This is an optimization exercise on Yosys and OpenROAD, whose aim is small area, a short achievable clock period and few clock cycles per item, not a production implementation.
Only simulation tests tie the RTL to the original design; equivalence was not proved.
Power is estimated from default activity; no workload was simulated.

==> config.mk <==
export PLATFORM = sky130hd
export DESIGN_NAME = doubly_linked_list_manager
export DESIGN_NICKNAME = doubly_linked_list_manager
export VERILOG_FILES = /design/flow/design.v
export SDC_FILE = /design/flow/constraint.sdc
export NUM_CORES = 4
export LEC_CHECK = 0
export CAP_MARGIN = 20
export CORE_MARGIN = 2
export CORE_UTILIZATION = 40
export SLEW_MARGIN = 20
==> constraint.sdc <==
create_clock -name core_clock -period 5.5 [get_ports {clk}]
set_input_delay 1.1000 -clock core_clock [delete_from_list [all_inputs] [get_ports {clk}]]
set_output_delay 1.1000 -clock core_clock [all_outputs]
set_load 0.01 [all_outputs]
==> design.v <==
package dll_pkg;
  localparam int MODE_W     = 3;
  localparam int LIST_IN_W  = 2;
  localparam int NODE_IN_W  = 6;
  localparam int NODE_OUT_W = 6;
  typedef enum logic [MODE_W-1:0] {
    MODE_CLEAR    = 3'd0,
    MODE_INS_TAIL = 3'd1,
    MODE_INS_HEAD = 3'd2,
    MODE_DELETE   = 3'd3,
    MODE_GET_HEAD = 3'd4,
    MODE_GET_TAIL = 3'd5
  } mode_t;
  typedef enum logic [1:0] {
    ST_OK       = 2'd0,
    ST_EMPTY    = 2'd1,
    ST_LINKED   = 2'd2,
    ST_UNLINKED = 2'd3
  } status_t;
  typedef struct packed {
    status_t                 status;
    logic [NODE_OUT_W-1:0]   node;
    logic                    empty;
  } res_t;
  function automatic res_t make_res(status_t s, logic [NODE_OUT_W-1:0] n, logic e);
    make_res = {s, n, e};
  endfunction
endpackage
module dll_ram #(
  parameter int WIDTH = 8,
  parameter int DEPTH = 16,
  parameter int AW    = (DEPTH > 1) ? $clog2(DEPTH) : 1
) (
  input  logic             clk,
  input  logic             we,
  input  logic [AW-1:0]    waddr,
  input  logic [WIDTH-1:0] wdata,
  input  logic [AW-1:0]    raddr,
  output logic [WIDTH-1:0] rdata
);
  logic [WIDTH-1:0] mem_r [DEPTH];
  logic [WIDTH-1:0] rdata_r;
  always_ff @(posedge clk) begin
    rdata_r <= mem_r[raddr];
    if (we) begin
      mem_r[waddr] <= wdata;
    end
  end
  assign rdata = rdata_r;
endmodule
module dll_ctrl #(
  parameter int NODE_COUNT = 64,
  parameter int LIST_COUNT = 4,
  parameter int NW = $clog2(NODE_COUNT),
  parameter int LW = (LIST_COUNT > 1) ? $clog2(LIST_COUNT) : 1
) (
  input  logic            clk,
  input  logic            rst_n,
  input  logic            start,
  input  dll_pkg::mode_t  cmd_mode,
  input  logic [LW-1:0]   cmd_list,
  input  logic [NW-1:0]   cmd_node,
  output logic            busy,
  output dll_pkg::res_t   res,
  output logic            res_valid
);
  localparam int PW = $clog2(NODE_COUNT + 1);
  localparam logic [PW-1:0] NIL = PW'(NODE_COUNT);
  localparam logic [NW-1:0] LAST_NODE = NW'(NODE_COUNT - 1);
  typedef struct packed {
    logic          linked;
    logic [LW-1:0] owner;
    logic [PW-1:0] prev;
    logic [PW-1:0] nxt;
  } node_t;
  typedef struct packed {
    logic [PW-1:0] head;
    logic [PW-1:0] tail;
  } lent_t;
  typedef enum logic [2:0] {
    S_INIT, S_IDLE, S_EXEC, S_LINK, S_DEL_P, S_DEL_Q, S_SWEEP
  } state_t;
  state_t          state_r, state_nxt;
  dll_pkg::mode_t           mode_r, mode_nxt;
  logic [LW-1:0]   list_r, list_nxt;
  logic [NW-1:0]   node_r, node_nxt;
  logic [PW-1:0]   p_r, p_nxt;
  logic [PW-1:0]   q_r, q_nxt;
  logic [LW-1:0]   o_r, o_nxt;
  logic [PW-1:0]   nb_r, nb_nxt;
  logic            emp_r, emp_nxt;
  logic [PW-1:0]   cnt_r, cnt_nxt;
  logic [NW-1:0]   sw_addr_r, sw_addr_nxt;
  logic            sw_vld_r, sw_vld_nxt;
  logic [LIST_COUNT-1:0] lvld_r, lvld_nxt;
  dll_pkg::res_t            res_r, res_nxt;
  logic            res_vld_r, res_vld_nxt;
  logic            nm_we;
  logic [NW-1:0]   nm_waddr, nm_raddr;
  node_t           nm_wdata, nm_rd;
  logic            lm_we;
  logic [LW-1:0]   lm_waddr, lm_raddr;
  lent_t           lm_wdata, lm_rd;
  logic [PW-1:0]   cur_head, cur_tail, get_ptr;
  logic [PW-1:0]   own_head, own_tail, new_head, new_tail;
  logic [PW-1:0]   node_ptr;
  dll_ram #(.WIDTH(1 + LW + 2 * PW), .DEPTH(NODE_COUNT), .AW(NW)) u_node_ram (
    .clk   (clk),
    .we    (nm_we),
    .waddr (nm_waddr),
    .wdata (nm_wdata),
    .raddr (nm_raddr),
    .rdata (nm_rd)
  );
  dll_ram #(.WIDTH(2 * PW), .DEPTH(LIST_COUNT), .AW(LW)) u_list_ram (
    .clk   (clk),
    .we    (lm_we),
    .waddr (lm_waddr),
    .wdata (lm_wdata),
    .raddr (lm_raddr),
    .rdata (lm_rd)
  );
  assign node_ptr = PW'(node_r);
  assign cur_head = lvld_r[list_r] ? lm_rd.head : NIL;
  assign cur_tail = lvld_r[list_r] ? lm_rd.tail : NIL;
  assign get_ptr  = (mode_r == dll_pkg::MODE_GET_HEAD) ? cur_head : cur_tail;
  assign own_head = lvld_r[o_r] ? lm_rd.head : NIL;
  assign own_tail = lvld_r[o_r] ? lm_rd.tail : NIL;
  assign new_head = (p_r == NIL) ? q_r : own_head;
  assign new_tail = (q_r == NIL) ? p_r : own_tail;
  always_comb begin
    state_nxt   = state_r;
    mode_nxt    = mode_r;
    list_nxt    = list_r;
    node_nxt    = node_r;
    p_nxt       = p_r;
    q_nxt       = q_r;
    o_nxt       = o_r;
    nb_nxt      = nb_r;
    emp_nxt     = emp_r;
    cnt_nxt     = cnt_r;
    sw_addr_nxt = sw_addr_r;
    sw_vld_nxt  = sw_vld_r;
    lvld_nxt    = lvld_r;
    res_nxt     = res_r;
    res_vld_nxt = 1'b0;
    nm_we       = 1'b0;
    nm_waddr    = node_r;
    nm_wdata    = nm_rd;
    nm_raddr    = node_r;
    lm_we       = 1'b0;
    lm_waddr    = list_r;
    lm_wdata    = lm_rd;
    lm_raddr    = list_r;
    unique case (state_r)
      S_INIT: begin
        nm_we    = 1'b1;
        nm_waddr = cnt_r[NW-1:0];
        nm_wdata = '0;
        cnt_nxt  = cnt_r + 1'b1;
        if (cnt_r[NW-1:0] == LAST_NODE) begin
          cnt_nxt   = '0;
          state_nxt = S_IDLE;
        end
      end
      S_IDLE: begin
        nm_raddr = cmd_node;
        lm_raddr = cmd_list;
        if (start) begin
          mode_nxt  = cmd_mode;
          list_nxt  = cmd_list;
          node_nxt  = cmd_node;
          state_nxt = S_EXEC;
        end
      end
      S_EXEC: begin
        unique case (mode_r)
          dll_pkg::MODE_CLEAR: begin
            lvld_nxt[list_r] = 1'b0;
            cnt_nxt          = '0;
            sw_vld_nxt       = 1'b0;
            state_nxt        = S_SWEEP;
          end
          dll_pkg::MODE_INS_TAIL, dll_pkg::MODE_INS_HEAD: begin
            if (nm_rd.linked) begin
              res_nxt     = dll_pkg::make_res(dll_pkg::ST_LINKED, '0, cur_head == NIL);
              res_vld_nxt = 1'b1;
              state_nxt   = S_IDLE;
            end else begin
              nm_we           = 1'b1;
              nm_wdata.linked = 1'b1;
              nm_wdata.owner  = list_r;
              lm_we           = 1'b1;
              lvld_nxt[list_r] = 1'b1;
              if (cur_head == NIL) begin
                nm_wdata.prev = NIL;
                nm_wdata.nxt  = NIL;
                lm_wdata.head = node_ptr;
                lm_wdata.tail = node_ptr;
                res_nxt       = dll_pkg::make_res(dll_pkg::ST_OK, '0, 1'b0);
                res_vld_nxt   = 1'b1;
                state_nxt     = S_IDLE;
              end else if (mode_r == dll_pkg::MODE_INS_TAIL) begin
                nm_wdata.prev = cur_tail;
                nm_wdata.nxt  = NIL;
                lm_wdata.head = cur_head;
                lm_wdata.tail = node_ptr;
                nm_raddr      = cur_tail[NW-1:0];
                nb_nxt        = cur_tail;
                state_nxt     = S_LINK;
              end else begin
                nm_wdata.prev = NIL;
                nm_wdata.nxt  = cur_head;
                lm_wdata.head = node_ptr;
                lm_wdata.tail = cur_tail;
                nm_raddr      = cur_head[NW-1:0];
                nb_nxt        = cur_head;
                state_nxt     = S_LINK;
              end
            end
          end
          dll_pkg::MODE_DELETE: begin
            if (!nm_rd.linked) begin
              res_nxt     = dll_pkg::make_res(dll_pkg::ST_UNLINKED, '0, 1'b0);
              res_vld_nxt = 1'b1;
              state_nxt   = S_IDLE;
            end else begin
              nm_we           = 1'b1;
              nm_wdata.linked = 1'b0;
              p_nxt           = nm_rd.prev;
              q_nxt           = nm_rd.nxt;
              o_nxt           = nm_rd.owner;
              nm_raddr        = nm_rd.prev[NW-1:0];
              lm_raddr        = nm_rd.owner;
              state_nxt       = S_DEL_P;
            end
          end
          dll_pkg::MODE_GET_HEAD, dll_pkg::MODE_GET_TAIL: begin
            if (get_ptr == NIL) begin
              res_nxt = dll_pkg::make_res(dll_pkg::ST_EMPTY, '0, 1'b1);
            end else begin
              res_nxt = dll_pkg::make_res(dll_pkg::ST_OK, dll_pkg::NODE_OUT_W'(get_ptr), 1'b0);
            end
            res_vld_nxt = 1'b1;
            state_nxt   = S_IDLE;
          end
          default: begin
            res_nxt     = dll_pkg::make_res(dll_pkg::ST_OK, '0, cur_head == NIL);
            res_vld_nxt = 1'b1;
            state_nxt   = S_IDLE;
          end
        endcase
      end
      S_LINK: begin
        nm_we    = 1'b1;
        nm_waddr = nb_r[NW-1:0];
        if (mode_r == dll_pkg::MODE_INS_TAIL) begin
          nm_wdata.nxt = node_ptr;
        end else begin
          nm_wdata.prev = node_ptr;
        end
        res_nxt     = dll_pkg::make_res(dll_pkg::ST_OK, '0, 1'b0);
        res_vld_nxt = 1'b1;
        state_nxt   = S_IDLE;
      end
      S_DEL_P: begin
        if (p_r != NIL) begin
          nm_we        = 1'b1;
          nm_waddr     = p_r[NW-1:0];
          nm_wdata.nxt = q_r;
        end
        nm_raddr = q_r[NW-1:0];
        if ((p_r == NIL) || (q_r == NIL)) begin
          lm_we         = 1'b1;
          lm_waddr      = o_r;
          lm_wdata.head = new_head;
          lm_wdata.tail = new_tail;
        end
        emp_nxt   = (new_head == NIL);
        state_nxt = S_DEL_Q;
      end
      S_DEL_Q: begin
        if (q_r != NIL) begin
          nm_we         = 1'b1;
          nm_waddr      = q_r[NW-1:0];
          nm_wdata.prev = p_r;
        end
        res_nxt     = dll_pkg::make_res(dll_pkg::ST_OK, '0, emp_r);
        res_vld_nxt = 1'b1;
        state_nxt   = S_IDLE;
      end
      S_SWEEP: begin
        nm_raddr = cnt_r[NW-1:0];
        if (sw_vld_r && nm_rd.linked && (nm_rd.owner == list_r)) begin
          nm_we           = 1'b1;
          nm_waddr        = sw_addr_r;
          nm_wdata.linked = 1'b0;
        end
        cnt_nxt     = cnt_r + 1'b1;
        sw_addr_nxt = cnt_r[NW-1:0];
        sw_vld_nxt  = 1'b1;
        if (sw_vld_r && (sw_addr_r == LAST_NODE)) begin
          res_nxt     = dll_pkg::make_res(dll_pkg::ST_OK, '0, 1'b1);
          res_vld_nxt = 1'b1;
          state_nxt   = S_IDLE;
        end
      end
      default: begin
        state_nxt = S_IDLE;
      end
    endcase
  end
  always_ff @(posedge clk) begin
    if (!rst_n) begin
      state_r   <= S_INIT;
      cnt_r     <= '0;
      sw_vld_r  <= 1'b0;
      lvld_r    <= '0;
      res_vld_r <= 1'b0;
    end else begin
      state_r   <= state_nxt;
      cnt_r     <= cnt_nxt;
      sw_vld_r  <= sw_vld_nxt;
      lvld_r    <= lvld_nxt;
      res_vld_r <= res_vld_nxt;
    end
    mode_r    <= mode_nxt;
    list_r    <= list_nxt;
    node_r    <= node_nxt;
    p_r       <= p_nxt;
    q_r       <= q_nxt;
    o_r       <= o_nxt;
    nb_r      <= nb_nxt;
    emp_r     <= emp_nxt;
    sw_addr_r <= sw_addr_nxt;
    res_r     <= res_nxt;
  end
  assign busy      = (state_r != S_IDLE);
  assign res       = res_r;
  assign res_valid = res_vld_r;
endmodule
module doubly_linked_list_manager #(
  parameter int NODE_COUNT = 64,
  parameter int LIST_COUNT = 4
) (
  input  logic        clk,
  input  logic        rst_n,
  input  logic        start,
  output logic        busy,
  input  logic [2:0]  in_mode,
  input  logic [1:0]  in_list_id,
  input  logic [5:0]  in_node_index,
  output logic        out_valid,
  output logic [1:0]  out_status,
  output logic [5:0]  out_result_node,
  output logic        out_list_empty
);
  localparam int NW = $clog2(NODE_COUNT);
  localparam int LW = (LIST_COUNT > 1) ? $clog2(LIST_COUNT) : 1;
  logic [LW-1:0] cmd_list;
  logic [NW-1:0] cmd_node;
  dll_pkg::res_t          res;
  function automatic logic [LW-1:0] list_mod(logic [dll_pkg::LIST_IN_W-1:0] v);
    int r;
    r = int'(v);
    for (int k = dll_pkg::LIST_IN_W - 1; k >= 0; k--) begin
      if (r >= (LIST_COUNT << k)) begin
        r = r - (LIST_COUNT << k);
      end
    end
    list_mod = LW'(r);
  endfunction
  function automatic logic [NW-1:0] node_mod(logic [dll_pkg::NODE_IN_W-1:0] v);
    int r;
    r = int'(v);
    for (int k = dll_pkg::NODE_IN_W - 1; k >= 0; k--) begin
      if (r >= (NODE_COUNT << k)) begin
        r = r - (NODE_COUNT << k);
      end
    end
    node_mod = NW'(r);
  endfunction
  assign cmd_list = list_mod(in_list_id);
  assign cmd_node = node_mod(in_node_index);
  dll_ctrl #(.NODE_COUNT(NODE_COUNT), .LIST_COUNT(LIST_COUNT), .NW(NW), .LW(LW)) u_ctrl (
    .clk       (clk),
    .rst_n     (rst_n),
    .start     (start),
    .cmd_mode  (dll_pkg::mode_t'(in_mode)),
    .cmd_list  (cmd_list),
    .cmd_node  (cmd_node),
    .busy      (busy),
    .res       (res),
    .res_valid (out_valid)
  );
  assign out_status      = res.status;
  assign out_result_node = res.node;
  assign out_list_empty  = res.empty;
endmodule
==> run.sh <==
#!/bin/bash
# synth_recipe.tcl (not shown) runs the flow's synth.tcl, then flattens the netlist and writes it again
# the make line also repeats each setting of config.mk as NAME=value (left out here)
make -C /OpenROAD-flow-scripts/flow DESIGN_CONFIG=/design/flow/config.mk WORK_HOME=/design/flow/orfs CLKGATE_MAP_FILE= SYNTH_SCRIPT=/design/flow/synth_recipe.tcl finish
==> results.ini <==
[run_status]
outcome = no timing/DRC/antenna violations

[critical_path]
critPathRequiredTime_ns = 6.17
worstPathArrival_ns = 5.42
crit_path_end_kind = flip-flop
crit_type = flip-flop to flip-flop
startpoint_type = flip-flop
critPathMaxFanout = 113

[synthesis]
synth_xor_xnor_area_share = 0.00122
synth_top_family_by_area = compound AO/OA/AOI/OAI gates
ys_seq_area_frac = 0.733
synth_nets = 3438
synth_edf_count = 1193
synthMuxAreaShare = 0.0488
synth_compound_area_frac = 0.124
synth_warnings = 4
synth_fa_ha_area_frac = 0.000449
synth_cells = 3423
dominantRegCellSynth = edfxtp_1
syn_area_sq_um = 50100
ys_seq_elements = 1239
syn_area_per_cell_sq_um = 14.7
netlist-cell-type-count = 82
synthSimpleGateAreaFrac = 0.0709
synthArstFlopShare = 0

[hold_path]
hold_path.class = flip-flop to flip-flop

[detailed_routing]
post_drt_wl_per_cell_um = 26.8
vias_per_cell = 5.96
drcViolationCount = 0
ant_nets = 0
routed_wirelength_mm = 142
drt_first_pass_iters = 9
dr_total_vias = 31484
drtIter0Drc = 3875

[sta]
fin_skew_ns = 0.0540
fin_crit_sh = 0.863
fin_hold_ws_ns = 0.500
fin_ws_ns = 0.755
fin_crit_ns = 4.75
drv_slew = 0
slew_headroom = 0.248
tns_ns = 0
hold_viol = 0
rsz0062_at_grt = no
fmax_ghz = 0.211
worstMarginPinSlew_ns = 1.12
setup_viol = 0

[clock_tree]
post_cts_buffers = 0
cts_sinks = 1239
cts_buffers = 121
cts-root-buf = clkbuf_16
clockBufferDepth = 3
cts-resized-gates = 0
htreeDepth = 3
path_clk_slew_ns = 0.08
clk_latency_ns = 0.75
cts_hold_buf = 0
cts_tree = done

[layout]
nets = 3554
postLayoutCoreUtil = 0.464
final_area_sq_um = 57500
syn2layout_area_growth_pct = 14.7
drive_gt1_frac = 0.138

[global_route]
grt_pass1_vias = 29296
grt_max_degree = 114
grt_usage = 0.217
grt_overflow = 0
antenna_found_initial = 1
grt_pass1_wl_mm = 204

[floorplanning]
die_w_um = 358
die_area_sq_um = 128000
core_area_sq_um = 124000
die_h_um = 358
ios = 25
start_util = 0.404
row_count = 129

[placement]
finalWeightedCongestion = 0.903
dp_slack_ns = 0.470
io_buffers = 24
hpwl_mm = 85.3
placed_area_sq_um = 53500

[pwr]
p_leak_uw = 0.0192
powerDensity_nw_per_um2 = 631
irDropWorstVdd_mv = 0.454

[run]
maxCapViolCount = 0

## sequential cells by signal, indices dropped and copies added (netlist names), 6 cells and up, named ones only
register,cells
u_ctrl.u_node_ram.mem_r,1088
u_ctrl.u_list_ram.mem_r,56
u_ctrl.u_node_ram.rdata_r,17
u_ctrl.u_list_ram.rdata_r,14
u_ctrl.res_r,9
u_ctrl.p_r,7
u_ctrl.q_r,7
u_ctrl.cnt_r,6
u_ctrl.nb_r,6
u_ctrl.node_r,6
u_ctrl.sw_addr_r,6
## final timing paths
check,start,to,slack [ns],depth (start not counted)
min,flip-flop,flip-flop,0.50,2
min reg2reg,flip-flop,flip-flop,0.50,2
max,u_ctrl.state_r[2],u_ctrl.u_node_ram.rdata_r[15],0.75,11
max reg2reg,u_ctrl.state_r[2],u_ctrl.u_node_ram.rdata_r[15],0.75,11
## placed cells by master, fill, tap and decap left out, types with 24 or more instances in the layout
cell,Yosys,layout
a21oi_1,352,350
a221o_1,133,132
a221oi_1,60,60
a22oi_1,70,70
a32oi_1,36,36
a41oi_1,30,30
buf_4,10,180
clkbuf_16,0,121
clkdlybuf4s50_1,0,24
clkinv_2,0,32
dfxtp_1,46,46
edfxtp_1,1193,1193
mux2i_1,161,161
mux4_2,35,35
nand2_1,531,527
nand3_1,57,56
nor2_1,134,99
nor2_2,1,32
o21ai_0,55,49
## area by class of cell
class | count | area, sq um
inverters | 14 | 52.6
fillers | 10645 | 66600
clock buffers | 147 | 3200
multi-input cells | 1933 | 12600
repair buffers | 230 | 2140
well taps | 1637 | 2050
diodes | 1 | 2.50
flip-flops and latches | 1239 | 36700
clock inverters | 81 | 790
## metal layers
layer | vias up | share of wire | track usage
li1 | 13706 | - | -
met1 | 15978 | 0.43 | 0.317
met2 | 1570 | 0.45 | 0.334
met3 | 230 | 0.092 | 0.0391
met4 | 0 | 0.027 | 0.0607
met5 | - | 0 | 0
## synth_stat cells, types with 6 or more instances
library cell	number	area, sq um
edfxtp_1	1193	35800
nand2_1	531	1990
a21oi_1	352	1760
mux2i_1	161	1610
nor2_1	134	503
a221o_1	133	1330
clkbuf_1	122	458
buf_2	82	410
a22oi_1	70	526
a221oi_1	60	526
nand3_1	57	285
o21ai_0	55	275
dfxtp_1	46	921
a32oi_1	36	315
mux4_2	35	788
a41oi_1	30	263
a211oi_1	22	165
buf_1	19	71.3
nor3_1	19	95.1
a211o_1	16	140
a31oi_1	16	100
o22ai_1	16	100
and3_1	15	93.8
and2_1	14	87.6
inv_1	13	48.8
buf_4	10	75.1
nor2b_1	10	62.6
nand2b_1	9	56.3
a21boi_0	7	52.6
o211ai_1	7	52.6
or3_1	7	43.8
and2_0	6	37.5
o31ai_1	6	45.0
## worst max-delay path: stages (launching register included)
cell	delay, ns
dfxtp_1	0.70
nand2b_1	0.46
o32ai_1	0.46
o21ai_0	0.26
o31ai_4	0.38
buf_12	0.28
buf_12	0.42
a21oi_1	0.08
a32o_1	0.25
a22o_1	0.23
a2111oi_0	0.92
or4_1	0.22
## metrics by stage
step,power [uW],cells
global placement,27800,5049
detailed placement,28000,5052
CTS,36300,5280
finish,36300,5282
floorplan,21700,3423
global route,37700,5281
## cell families (layout without fill, tap and decap cells)
kind of cell | Yosys count | in the layout
other cells | 0 | 1
buf+inv | 251 | 472
xor+xnor | 7 | 7
simple gates | 839 | 839
mux | 200 | 200
compound gates | 885 | 885
flops | 1239 | 1239
fa+ha+maj | 2 | 2
## report_power, final
part,internal (uW),switching [uW]
combinational,4680,10400
clock,4700,3580
sequential,12500,481
total,21900,14400
Testbench counts, summed over its fixed seeds: cycles 43,158, ops 12,000.

-- what the ideal ports hide --
No port has a modelled driver above. Below, the same layout with a new extraction and two added sets of constraints. Step 1, drivers: a clkbuf_16 drives clk and a buf_2 each remaining input, both assumed. Step 2 also shifts input and output timing later by t, the mid clock arrival at the registers, as if the neighbouring blocks saw the same clock. a / b / c = ideal ports / drivers / drivers and shift; a / b = the first two.
shift t [ns]: 0.795
setup WS [ns]: 0.755 / 0.755 / 0.375
slew at the worst register clock pin (ns): 0.08 / 0.08
cell pins on the clock port's net: 1
After both steps this run still meets setup and hold. The setup slack of this run moves by 0.000 ns with the drivers and by -0.380 ns with both steps.
